This design comes from an exercise in tuning for small area, a short achievable clock period and few clock cycles on the open sky130 flow, not from production work.
Power is estimated from default activity; no workload was simulated.

==> v15: inputs <==
==> flow/design.v (excerpt) <==
module bf_machine (
  input  logic       clk,
  input  logic       rst,
  input  logic [7:0] rx_data,
  input  logic       new_rx,
  output logic       rx_ready,
  output logic [7:0] tx_data,
  output logic       tx_send,
  input  logic       tx_busy,
  output logic [2:0] state,
  output logic [4:0] err
);
export LEC_CHECK = 0
export CAP_MARGIN = 20
export CORE_MARGIN = 2
export CORE_UTILIZATION = 40
export SETUP_SLACK_MARGIN = 4
export SLEW_MARGIN = 20
create_clock -name core_clock -period 10.0 [get_ports {clk}]
run.sh (not shown) runs the stock make flow with config.mk's settings and CLKGATE_MAP_FILE= SYNTH_SCRIPT=/design/flow/synth_recipe.tcl, a recipe that flattens the netlist after the stock synthesis.
==> inputs of v12, as changes to v15 <==
--- a/flow/design.v
+++ b/flow/design.v
@@ -13,14 +13,15 @@
   localparam logic [2:0] S_IDLE  = 3'd0;
   localparam logic [2:0] S_LOAD  = 3'd1;
   localparam logic [2:0] S_EXEC  = 3'd2;
   localparam logic [2:0] S_OUT   = 3'd3;
   localparam logic [2:0] S_IN    = 3'd4;
   localparam logic [2:0] S_SKIPR = 3'd5;
   localparam logic [2:0] S_SKIPL = 3'd6;
+  localparam logic [2:0] S_FETCH = 3'd7;
   localparam logic [2:0] OP_INC   = 3'd0;
   localparam logic [2:0] OP_DEC   = 3'd1;
   localparam logic [2:0] OP_LEFT  = 3'd2;
   localparam logic [2:0] OP_RIGHT = 3'd3;
   localparam logic [2:0] OP_JZ    = 3'd4;
   localparam logic [2:0] OP_JNZ   = 3'd5;
   localparam logic [2:0] OP_OUT   = 3'd6;
@@ -49,35 +50,39 @@
   logic [2:0] r_prog1 [0:63];
   logic [2:0] r_prog2 [0:63];
   logic [2:0] r_prog3 [0:63];
   logic [7:0] r_mem   [0:255];
   logic [2:0] r_state;
   logic [8:0] r_pc;
   logic [5:0] r_pcq1;     
+  logic [5:0] r_pcq2;     
+  logic [2:0] r_w [0:3];  
+  logic [11:0] r_stkw [0:SDEPTH-1];      
   logic [8:0] r_plen;
   logic [7:0] r_mp;
   logic [8:0] r_hw;       
   logic [4:0] r_nest;
   logic [4:0] r_err;
   logic [5:0] r_depth;    
   logic       r_deep;     
   logic [7:0] r_stk [0:SDEPTH-1];    
   logic [2:0] r_scnt;
   logic [7:0] r_tx;
   logic       r_wpend;    
   logic [7:0] r_waddr;
   logic [7:0] r_wdata;
-  logic       st_idle, st_load, st_exec, st_out, st_in, st_skipr, st_skipl;
+  logic       st_idle, st_load, st_exec, st_out, st_in, st_skipr, st_skipl, st_fetch;
   assign st_idle  = (r_state == S_IDLE);
   assign st_load  = (r_state == S_LOAD);
   assign st_exec  = (r_state == S_EXEC);
   assign st_out   = (r_state == S_OUT);
   assign st_in    = (r_state == S_IN);
   assign st_skipr = (r_state == S_SKIPR);
   assign st_skipl = (r_state == S_SKIPL);
+  assign st_fetch = (r_state == S_FETCH);
   logic [8:0] w_rem;
   logic [3:0] w_v;        
   assign w_rem = r_plen - r_pc;
   assign w_v[0] = (w_rem != 9'd0);
   assign w_v[1] = (w_rem > 9'd1);
   assign w_v[2] = (w_rem > 9'd2);
   assign w_v[3] = (w_rem > 9'd3);
@@ -85,22 +90,27 @@
   assign w_pc0 = (r_pc == 9'd0);
   logic       w_stk_ok;
   assign w_stk_ok = (r_scnt != 3'd0) && !r_deep;
   logic [8:0] w_pcp [1:5];
   logic [5:0] w_pcq [1:5];
   logic [8:0] w_pcm1;
   logic [5:0] w_pcqm1, w_stkq;
+  logic [5:0] w_pcr [1:5];
+  logic [5:0] w_pcrm1, w_stkr;
   always_comb begin
     for (int k = 1; k <= 5; k++) begin
       w_pcp[k] = r_pc + 9'(k);
       w_pcq[k] = 6'((r_pc[7:0] + 8'(k + 4)) >> 2);
+      w_pcr[k] = 6'((r_pc[7:0] + 8'(k + 8)) >> 2);
     end
     w_pcm1  = r_pc - 9'd1;
     w_pcqm1 = 6'((r_pc[7:0] + 8'd3) >> 2);
+    w_pcrm1 = 6'((r_pc[7:0] + 8'd7) >> 2);
     w_stkq  = 6'((r_stk[0] + 8'd4) >> 2);
+    w_stkr  = 6'((r_stk[0] + 8'd8) >> 2);
   end
   logic [7:0] w_mpp [1:4];
   logic [7:0] w_mpm [1:4];
   logic [4:1] w_lok;      
   logic [4:1] w_rok;      
   logic [4:1] w_hok;      
   logic [8:0] w_room;
@@ -121,32 +131,48 @@
     for (int k = 0; k <= 8; k++) w_nk[k] = r_nest + 5'(k) - 5'd4;
   end
   logic [3:0] w_nq;       
   assign w_nq[0] = (r_nest == 5'd0);
   assign w_nq[1] = (r_nest == 5'd1);
   assign w_nq[2] = (r_nest == 5'd2);
   assign w_nq[3] = (r_nest == 5'd3);
+  logic       w_direct;
   logic [5:0] w_a [0:3];
   logic [2:0] w_b [0:3];
+  logic [2:0] w_rd [0:3];
   logic [2:0] w_op [0:3];
+  assign w_direct = st_idle || st_load || st_fetch;
   always_comb begin
-    for (int b = 0; b < 4; b++) w_a[b] = (2'(b) < r_pc[1:0]) ? r_pcq1 : r_pc[7:2];
+    for (int b = 0; b < 4; b++) begin
+      if (w_direct) w_a[b] = (2'(b) < r_pc[1:0]) ? r_pcq1 : r_pc[7:2];
+      else          w_a[b] = (2'(b) < r_pc[1:0]) ? r_pcq2 : r_pcq1;
+    end
   end
   assign w_b[0] = r_prog0[w_a[0]];
   assign w_b[1] = r_prog1[w_a[1]];
   assign w_b[2] = r_prog2[w_a[2]];
   assign w_b[3] = r_prog3[w_a[3]];
   always_comb begin
     case (r_pc[1:0])
-      2'd0: begin w_op[0] = w_b[0]; w_op[1] = w_b[1]; w_op[2] = w_b[2]; w_op[3] = w_b[3]; end
-      2'd1: begin w_op[0] = w_b[1]; w_op[1] = w_b[2]; w_op[2] = w_b[3]; w_op[3] = w_b[0]; end
-      2'd2: begin w_op[0] = w_b[2]; w_op[1] = w_b[3]; w_op[2] = w_b[0]; w_op[3] = w_b[1]; end
-      default: begin w_op[0] = w_b[3]; w_op[1] = w_b[0]; w_op[2] = w_b[1]; w_op[3] = w_b[2]; end
+      2'd0: begin w_rd[0] = w_b[0]; w_rd[1] = w_b[1]; w_rd[2] = w_b[2]; w_rd[3] = w_b[3]; end
+      2'd1: begin w_rd[0] = w_b[1]; w_rd[1] = w_b[2]; w_rd[2] = w_b[3]; w_rd[3] = w_b[0]; end
+      2'd2: begin w_rd[0] = w_b[2]; w_rd[1] = w_b[3]; w_rd[2] = w_b[0]; w_rd[3] = w_b[1]; end
+      default: begin w_rd[0] = w_b[3]; w_rd[1] = w_b[0]; w_rd[2] = w_b[1]; w_rd[3] = w_b[2]; end
     endcase
   end
+  always_comb begin
+    for (int i = 0; i < 4; i++) w_op[i] = r_w[i];
+  end
+  logic [2:0] w_ext [0:7];
+  always_comb begin
+    for (int i = 0; i < 4; i++) begin
+      w_ext[i]   = r_w[i];
+      w_ext[i+4] = w_rd[i];
+    end
+  end
   logic [3:0] d_inc, d_dec, d_left, d_right, d_jz, d_jnz, d_out, d_in;
   always_comb begin
     for (int i = 0; i < 4; i++) begin
       d_inc[i]   = w_v[i] && (w_op[i] == OP_INC);
       d_dec[i]   = w_v[i] && (w_op[i] == OP_DEC);
       d_left[i]  = w_v[i] && (w_op[i] == OP_LEFT);
       d_right[i] = w_v[i] && (w_op[i] == OP_RIGHT);
@@ -164,16 +190,14 @@
   assign run[1] = !e1;
   assign run[2] = e1 && !e2;
   assign run[3] = e2 && !e3;
   assign run[4] = e3;
   logic w_brk;
   assign w_brk = w_stk_ok &&
                  ((run[1] && d_jnz[1]) || (run[2] && d_jnz[2]) || (run[3] && d_jnz[3]));
-  logic w_clr;            
-  assign w_clr = (d_inc[1] || d_dec[1]) && d_jnz[2];
   logic [7:0] w_cell;
   logic       w_cz;
   assign w_cell = w_fresh ? 8'd0 :
                   (r_wpend && (r_waddr == r_mp)) ? r_wdata : r_mem[r_mp];
   assign w_cz   = (w_cell == 8'd0);
   logic [7:0] w_newv;
   logic       w_newnz;
@@ -194,14 +218,17 @@
     w_newv  = 8'd0;
     w_newnz = 1'b0;
     for (int k = 1; k <= 4; k++) begin
       w_newv  = w_newv | ({8{run[k] && w_isinc}} & w_cp[k]) | ({8{run[k] && !w_isinc}} & w_cm[k]);
       w_newnz = w_newnz | (run[k] && w_isinc && !w_cpz[k]) | (run[k] && !w_isinc && !w_cmz[k]);
     end
   end
+  logic w_clr, w_clr_done;
+  assign w_clr      = (d_inc[1] || d_dec[1]) && d_jnz[2];
+  assign w_clr_done = d_dec[1] ? (w_cell <= 8'd4) : (w_cz || w_cell >= 8'd252);
   logic [4:0] dep [0:4];
   logic [3:0] w_hit;
   logic       w_sfound;
   logic [1:0] w_sidx;
   logic       w_send;
   logic [4:0] w_snest;
   logic [2:0] w_nopen, w_nclose;
@@ -248,14 +275,16 @@
   localparam logic [3:0] PC_HOLD = 4'd0, PC_P1 = 4'd1, PC_P2 = 4'd2, PC_P3 = 4'd3,
                          PC_P4 = 4'd4, PC_P5 = 4'd5, PC_M1 = 4'd6, PC_STK = 4'd7,
                          PC_ZERO = 4'd8;
   logic [2:0] n_state;
   logic [3:0] pcsel;
   logic [8:0] n_pc;
   logic [5:0] n_pcq1;
+  logic [5:0] n_pcq2;
+  logic [2:0] n_w [0:3];
   logic [8:0] n_plen;
   logic [7:0] n_mp;
   logic [8:0] n_hw;
   logic [4:0] n_nest;
   logic [4:0] n_err;
   logic [5:0] n_depth;
   logic       n_deep;
@@ -275,24 +304,24 @@
     n_txe   = 1'b0;
     s_push  = 1'b0;
     s_pop   = 1'b0;
     m_we    = 1'b0;
     m_wd    = 8'd0;
     case (r_state)
       S_IDLE, S_LOAD: begin
+        pcsel = PC_ZERO;
         if (new_rx) begin
           if (st_idle) begin
             n_err   = 5'd0;
             n_depth = 6'd0;
             n_deep  = 1'b0;
           end
           if (rx_data == 8'h21) begin
             n_plen  = w_plen_eff;
             n_state = S_EXEC;
-            pcsel   = PC_ZERO;
             n_mp    = 8'd0;
           end else if (w_rx_cmd) begin
             if (w_plen_eff[8]) begin
               n_err[4] = 1'b1;
               n_state  = S_IDLE;
             end else begin
               n_plen  = w_plen_eff + 9'd1;
@@ -345,16 +374,20 @@
             n_state  = S_IDLE;
           end else begin
             n_mp  = ({8{run[1]}} & w_mpm[1]) | ({8{run[2]}} & w_mpm[2]) | ({8{run[3]}} & w_mpm[3]) | ({8{run[4]}} & w_mpm[4]);
             pcsel = run[1] ? PC_P1 : run[2] ? PC_P2 : run[3] ? PC_P3 : PC_P4;
           end
         end else if (d_jz[0]) begin
           if (w_clr) begin
-            m_we  = 1'b1;
-            pcsel = PC_P3;
+            m_we = 1'b1;
+            if (w_clr_done) begin
+              pcsel = PC_P3;
+            end else begin
+              m_wd = d_dec[1] ? w_cm[4] : w_cp[4];
+            end
           end else if (w_cz) begin
             n_nest  = 5'd0;
             pcsel   = PC_P1;
             n_state = S_SKIPR;
           end else begin
             pcsel  = PC_P1;
             s_push = !r_deep;
@@ -367,15 +400,15 @@
             pcsel = PC_STK;
           end else if (w_pc0) begin
             n_err[0] = 1'b1;
             n_state  = S_IDLE;
           end else begin
             n_nest  = 5'd0;
             pcsel   = PC_M1;
-            n_state = S_SKIPL;
+            n_state = S_FETCH;
           end
         end else if (d_out[0]) begin
           n_txe   = 1'b1;
           n_state = S_OUT;
         end else begin
           n_state = S_IN;
         end
@@ -431,42 +464,59 @@
           if (r_nest == 5'd31) begin
             n_err[1] = 1'b1;
             n_state  = S_IDLE;
           end else if (w_pc0) begin
             n_err[0] = 1'b1;
             n_state  = S_IDLE;
           end else begin
-            n_nest = r_nest + 5'd1;
-            pcsel  = PC_M1;
+            n_nest  = r_nest + 5'd1;
+            pcsel   = PC_M1;
+            n_state = S_FETCH;
           end
         end else if (d_jz[0]) begin
           if (w_nq[0]) begin
             pcsel   = PC_P1;
             n_state = S_EXEC;
             s_push  = !r_deep;
           end else if (w_pc0) begin
             n_err[0] = 1'b1;
             n_state  = S_IDLE;
           end else begin
-            n_nest = r_nest - 5'd1;
-            pcsel  = PC_M1;
+            n_nest  = r_nest - 5'd1;
+            pcsel   = PC_M1;
+            n_state = S_FETCH;
           end
         end else begin
           if (w_pc0) begin
             n_err[0] = 1'b1;
             n_state  = S_IDLE;
           end else begin
-            pcsel = PC_M1;
+            pcsel   = PC_M1;
+            n_state = S_FETCH;
           end
         end
       end
+      S_FETCH: n_state = S_SKIPL;
       default: n_state = S_IDLE;
     endcase
   end
   always_comb begin
+    n_pcq2 = ({6{pcsel == PC_P1}}   & w_pcr[1]) | ({6{pcsel == PC_P2}} & w_pcr[2]) |
+             ({6{pcsel == PC_P3}}   & w_pcr[3]) | ({6{pcsel == PC_P4}} & w_pcr[4]) |
+             ({6{pcsel == PC_P5}}   & w_pcr[5]) | ({6{pcsel == PC_M1}} & w_pcrm1) |
+             ({6{pcsel == PC_STK}}  & w_stkr) |
+             ({6{pcsel == PC_ZERO}} & 6'd2) |
+             ({6{pcsel == PC_HOLD}} & r_pcq2);
+    for (int i = 0; i < 4; i++) begin
+      n_w[i] = ({3{pcsel == PC_P1}}   & w_ext[i+1]) | ({3{pcsel == PC_P2}} & w_ext[i+2]) |
+               ({3{pcsel == PC_P3}}   & w_ext[i+3]) | ({3{pcsel == PC_P4}} & w_ext[i+4]) |
+               ({3{pcsel == PC_STK}}  & r_stkw[0][3*i +: 3]) |
+               ({3{pcsel == PC_HOLD && !w_direct}} & r_w[i]) |
+               ({3{w_direct}} & w_rd[i]);
+    end
     n_pc   = ({9{pcsel == PC_P1}}   & w_pcp[1]) | ({9{pcsel == PC_P2}} & w_pcp[2]) |
              ({9{pcsel == PC_P3}}   & w_pcp[3]) | ({9{pcsel == PC_P4}} & w_pcp[4]) |
              ({9{pcsel == PC_P5}}   & w_pcp[5]) | ({9{pcsel == PC_M1}} & w_pcm1) |
              ({9{pcsel == PC_STK}}  & {1'b0, r_stk[0]}) |
              ({9{pcsel == PC_HOLD}} & r_pc);
     n_pcq1 = ({6{pcsel == PC_P1}}   & w_pcq[1]) | ({6{pcsel == PC_P2}} & w_pcq[2]) |
              ({6{pcsel == PC_P3}}   & w_pcq[3]) | ({6{pcsel == PC_P4}} & w_pcq[4]) |
@@ -490,38 +540,48 @@
       endcase
     end
     if (r_wpend) r_mem[r_waddr] <= r_wdata;
     r_waddr <= r_mp;
     r_wdata <= m_wd;
     if (s_push) begin
       r_stk[0] <= w_pcp[1][7:0];
-      for (int i = 1; i < SDEPTH; i++) r_stk[i] <= r_stk[i-1];
+      r_stkw[0] <= {w_ext[4], w_ext[3], w_ext[2], w_ext[1]};
+      for (int i = 1; i < SDEPTH; i++) begin
+        r_stk[i]  <= r_stk[i-1];
+        r_stkw[i] <= r_stkw[i-1];
+      end
     end else if (s_pop) begin
-      for (int i = 0; i < SDEPTH-1; i++) r_stk[i] <= r_stk[i+1];
+      for (int i = 0; i < SDEPTH-1; i++) begin
+        r_stk[i]  <= r_stk[i+1];
+        r_stkw[i] <= r_stkw[i+1];
+      end
     end
+    for (int i = 0; i < 4; i++) r_w[i] <= n_w[i];
     if (n_txe) r_tx <= w_cell;
   end
   always_ff @(posedge clk or posedge rst) begin
     if (rst) begin
       r_state <= S_IDLE;
       r_pc    <= 9'd0;
       r_pcq1  <= 6'd1;
+      r_pcq2  <= 6'd2;
       r_plen  <= 9'd0;
       r_mp    <= 8'd0;
       r_hw    <= 9'd0;
       r_nest  <= 5'd0;
       r_err   <= 5'd0;
       r_depth <= 6'd0;
       r_deep  <= 1'b0;
       r_scnt  <= 3'd0;
       r_wpend <= 1'b0;
     end else begin
       r_state <= n_state;
       r_pc    <= n_pc;
       r_pcq1  <= n_pcq1;
+      r_pcq2  <= n_pcq2;
       r_plen  <= n_plen;
       r_mp    <= n_mp;
       r_hw    <= n_hw;
       r_nest  <= n_nest;
       r_err   <= n_err;
       r_depth <= n_depth;
       r_deep  <= n_deep;
SETUP_SLACK_MARGIN = 5   (was 4)
==> impl_metrics.py <==
metrics = {
    "yosys": {
        "synth_edf_count": 2856,
        "muxShareOfSynthArea": 0.110,
    },
    "outcome": {
        "status": "complete, no violations",
    },
    "clock_network": {
        "numCtsBuffers": 304,
    },
    "cells_and_area": {
        "nonClockBufferCount": 650,
        "n_all_inverters": 108,
        "diodes": 12,
        "multiInputCombCellCount": 5053,
    },
    "power": {
        "p_sw_frac": 0.394,
    },
    "timing": {
        "finalCritPeriodShare": 0.683,
    },
    "place": {
        "globalplace.congestion": 0.940,
    },
}
Source of the figures above: v15

==> impl_metrics.py <==
metrics = {
    "cells_and_area": {
        "n_all_inverters": 79,
        "nonClockBufferCount": 586,
        "multiInputCombCellCount": 4025,
        "diodes": 5,
    },
    "yosys": {
        "synth_edf_count": 2904,
        "muxShareOfSynthArea": 0.146,
    },
    "outcome": {
        "status": "complete, no violations",
    },
    "timing": {
        "finalCritPeriodShare": 0.627,
    },
    "clock_network": {
        "numCtsBuffers": 308,
    },
    "power": {
        "power_mw": 36.3,
    },
}
Source of the figures above: v12

No run of this note included a check of the RTL's function; only the layout flow was run.

[afterwards: timing with drivers on the ports]
Ports are ideal in the flow. The routed layouts listed here were re-timed in OpenROAD.
Step 1 (the two cells are an assumption about what drives the block):
set clk [get_ports {clk}]
set_driving_cell -lib_cell sky130_fd_sc_hd__clkbuf_16 $clk
set_driving_cell -lib_cell sky130_fd_sc_hd__buf_2 [delete_from_list [all_inputs] $clk]
Step 2 times the ports against the registers' clock, not the clock port: input delays grow and output delays shrink by t, the midpoint of the rising clock arrivals with the driver on.
a / b / c = ideal ports / drivers / drivers and shift; a / b = the first two.
| run | shift t [ns] | setup slack, ns | worst hold slack (ns) | slew at the worst register clock pin (ns) |
|---|---|---|---|---|
| v15 | 0.980 | 3.175 / 3.175 / 3.175 | 0.446 / 0.446 / 0.446 | 0.07 / 0.07 |
| v12 | 0.965 | 3.726 / 3.726 / 3.726 | 0.427 / 0.427 / 0.427 | 0.07 / 0.07 |
After both steps setup and hold are still met in every run listed.
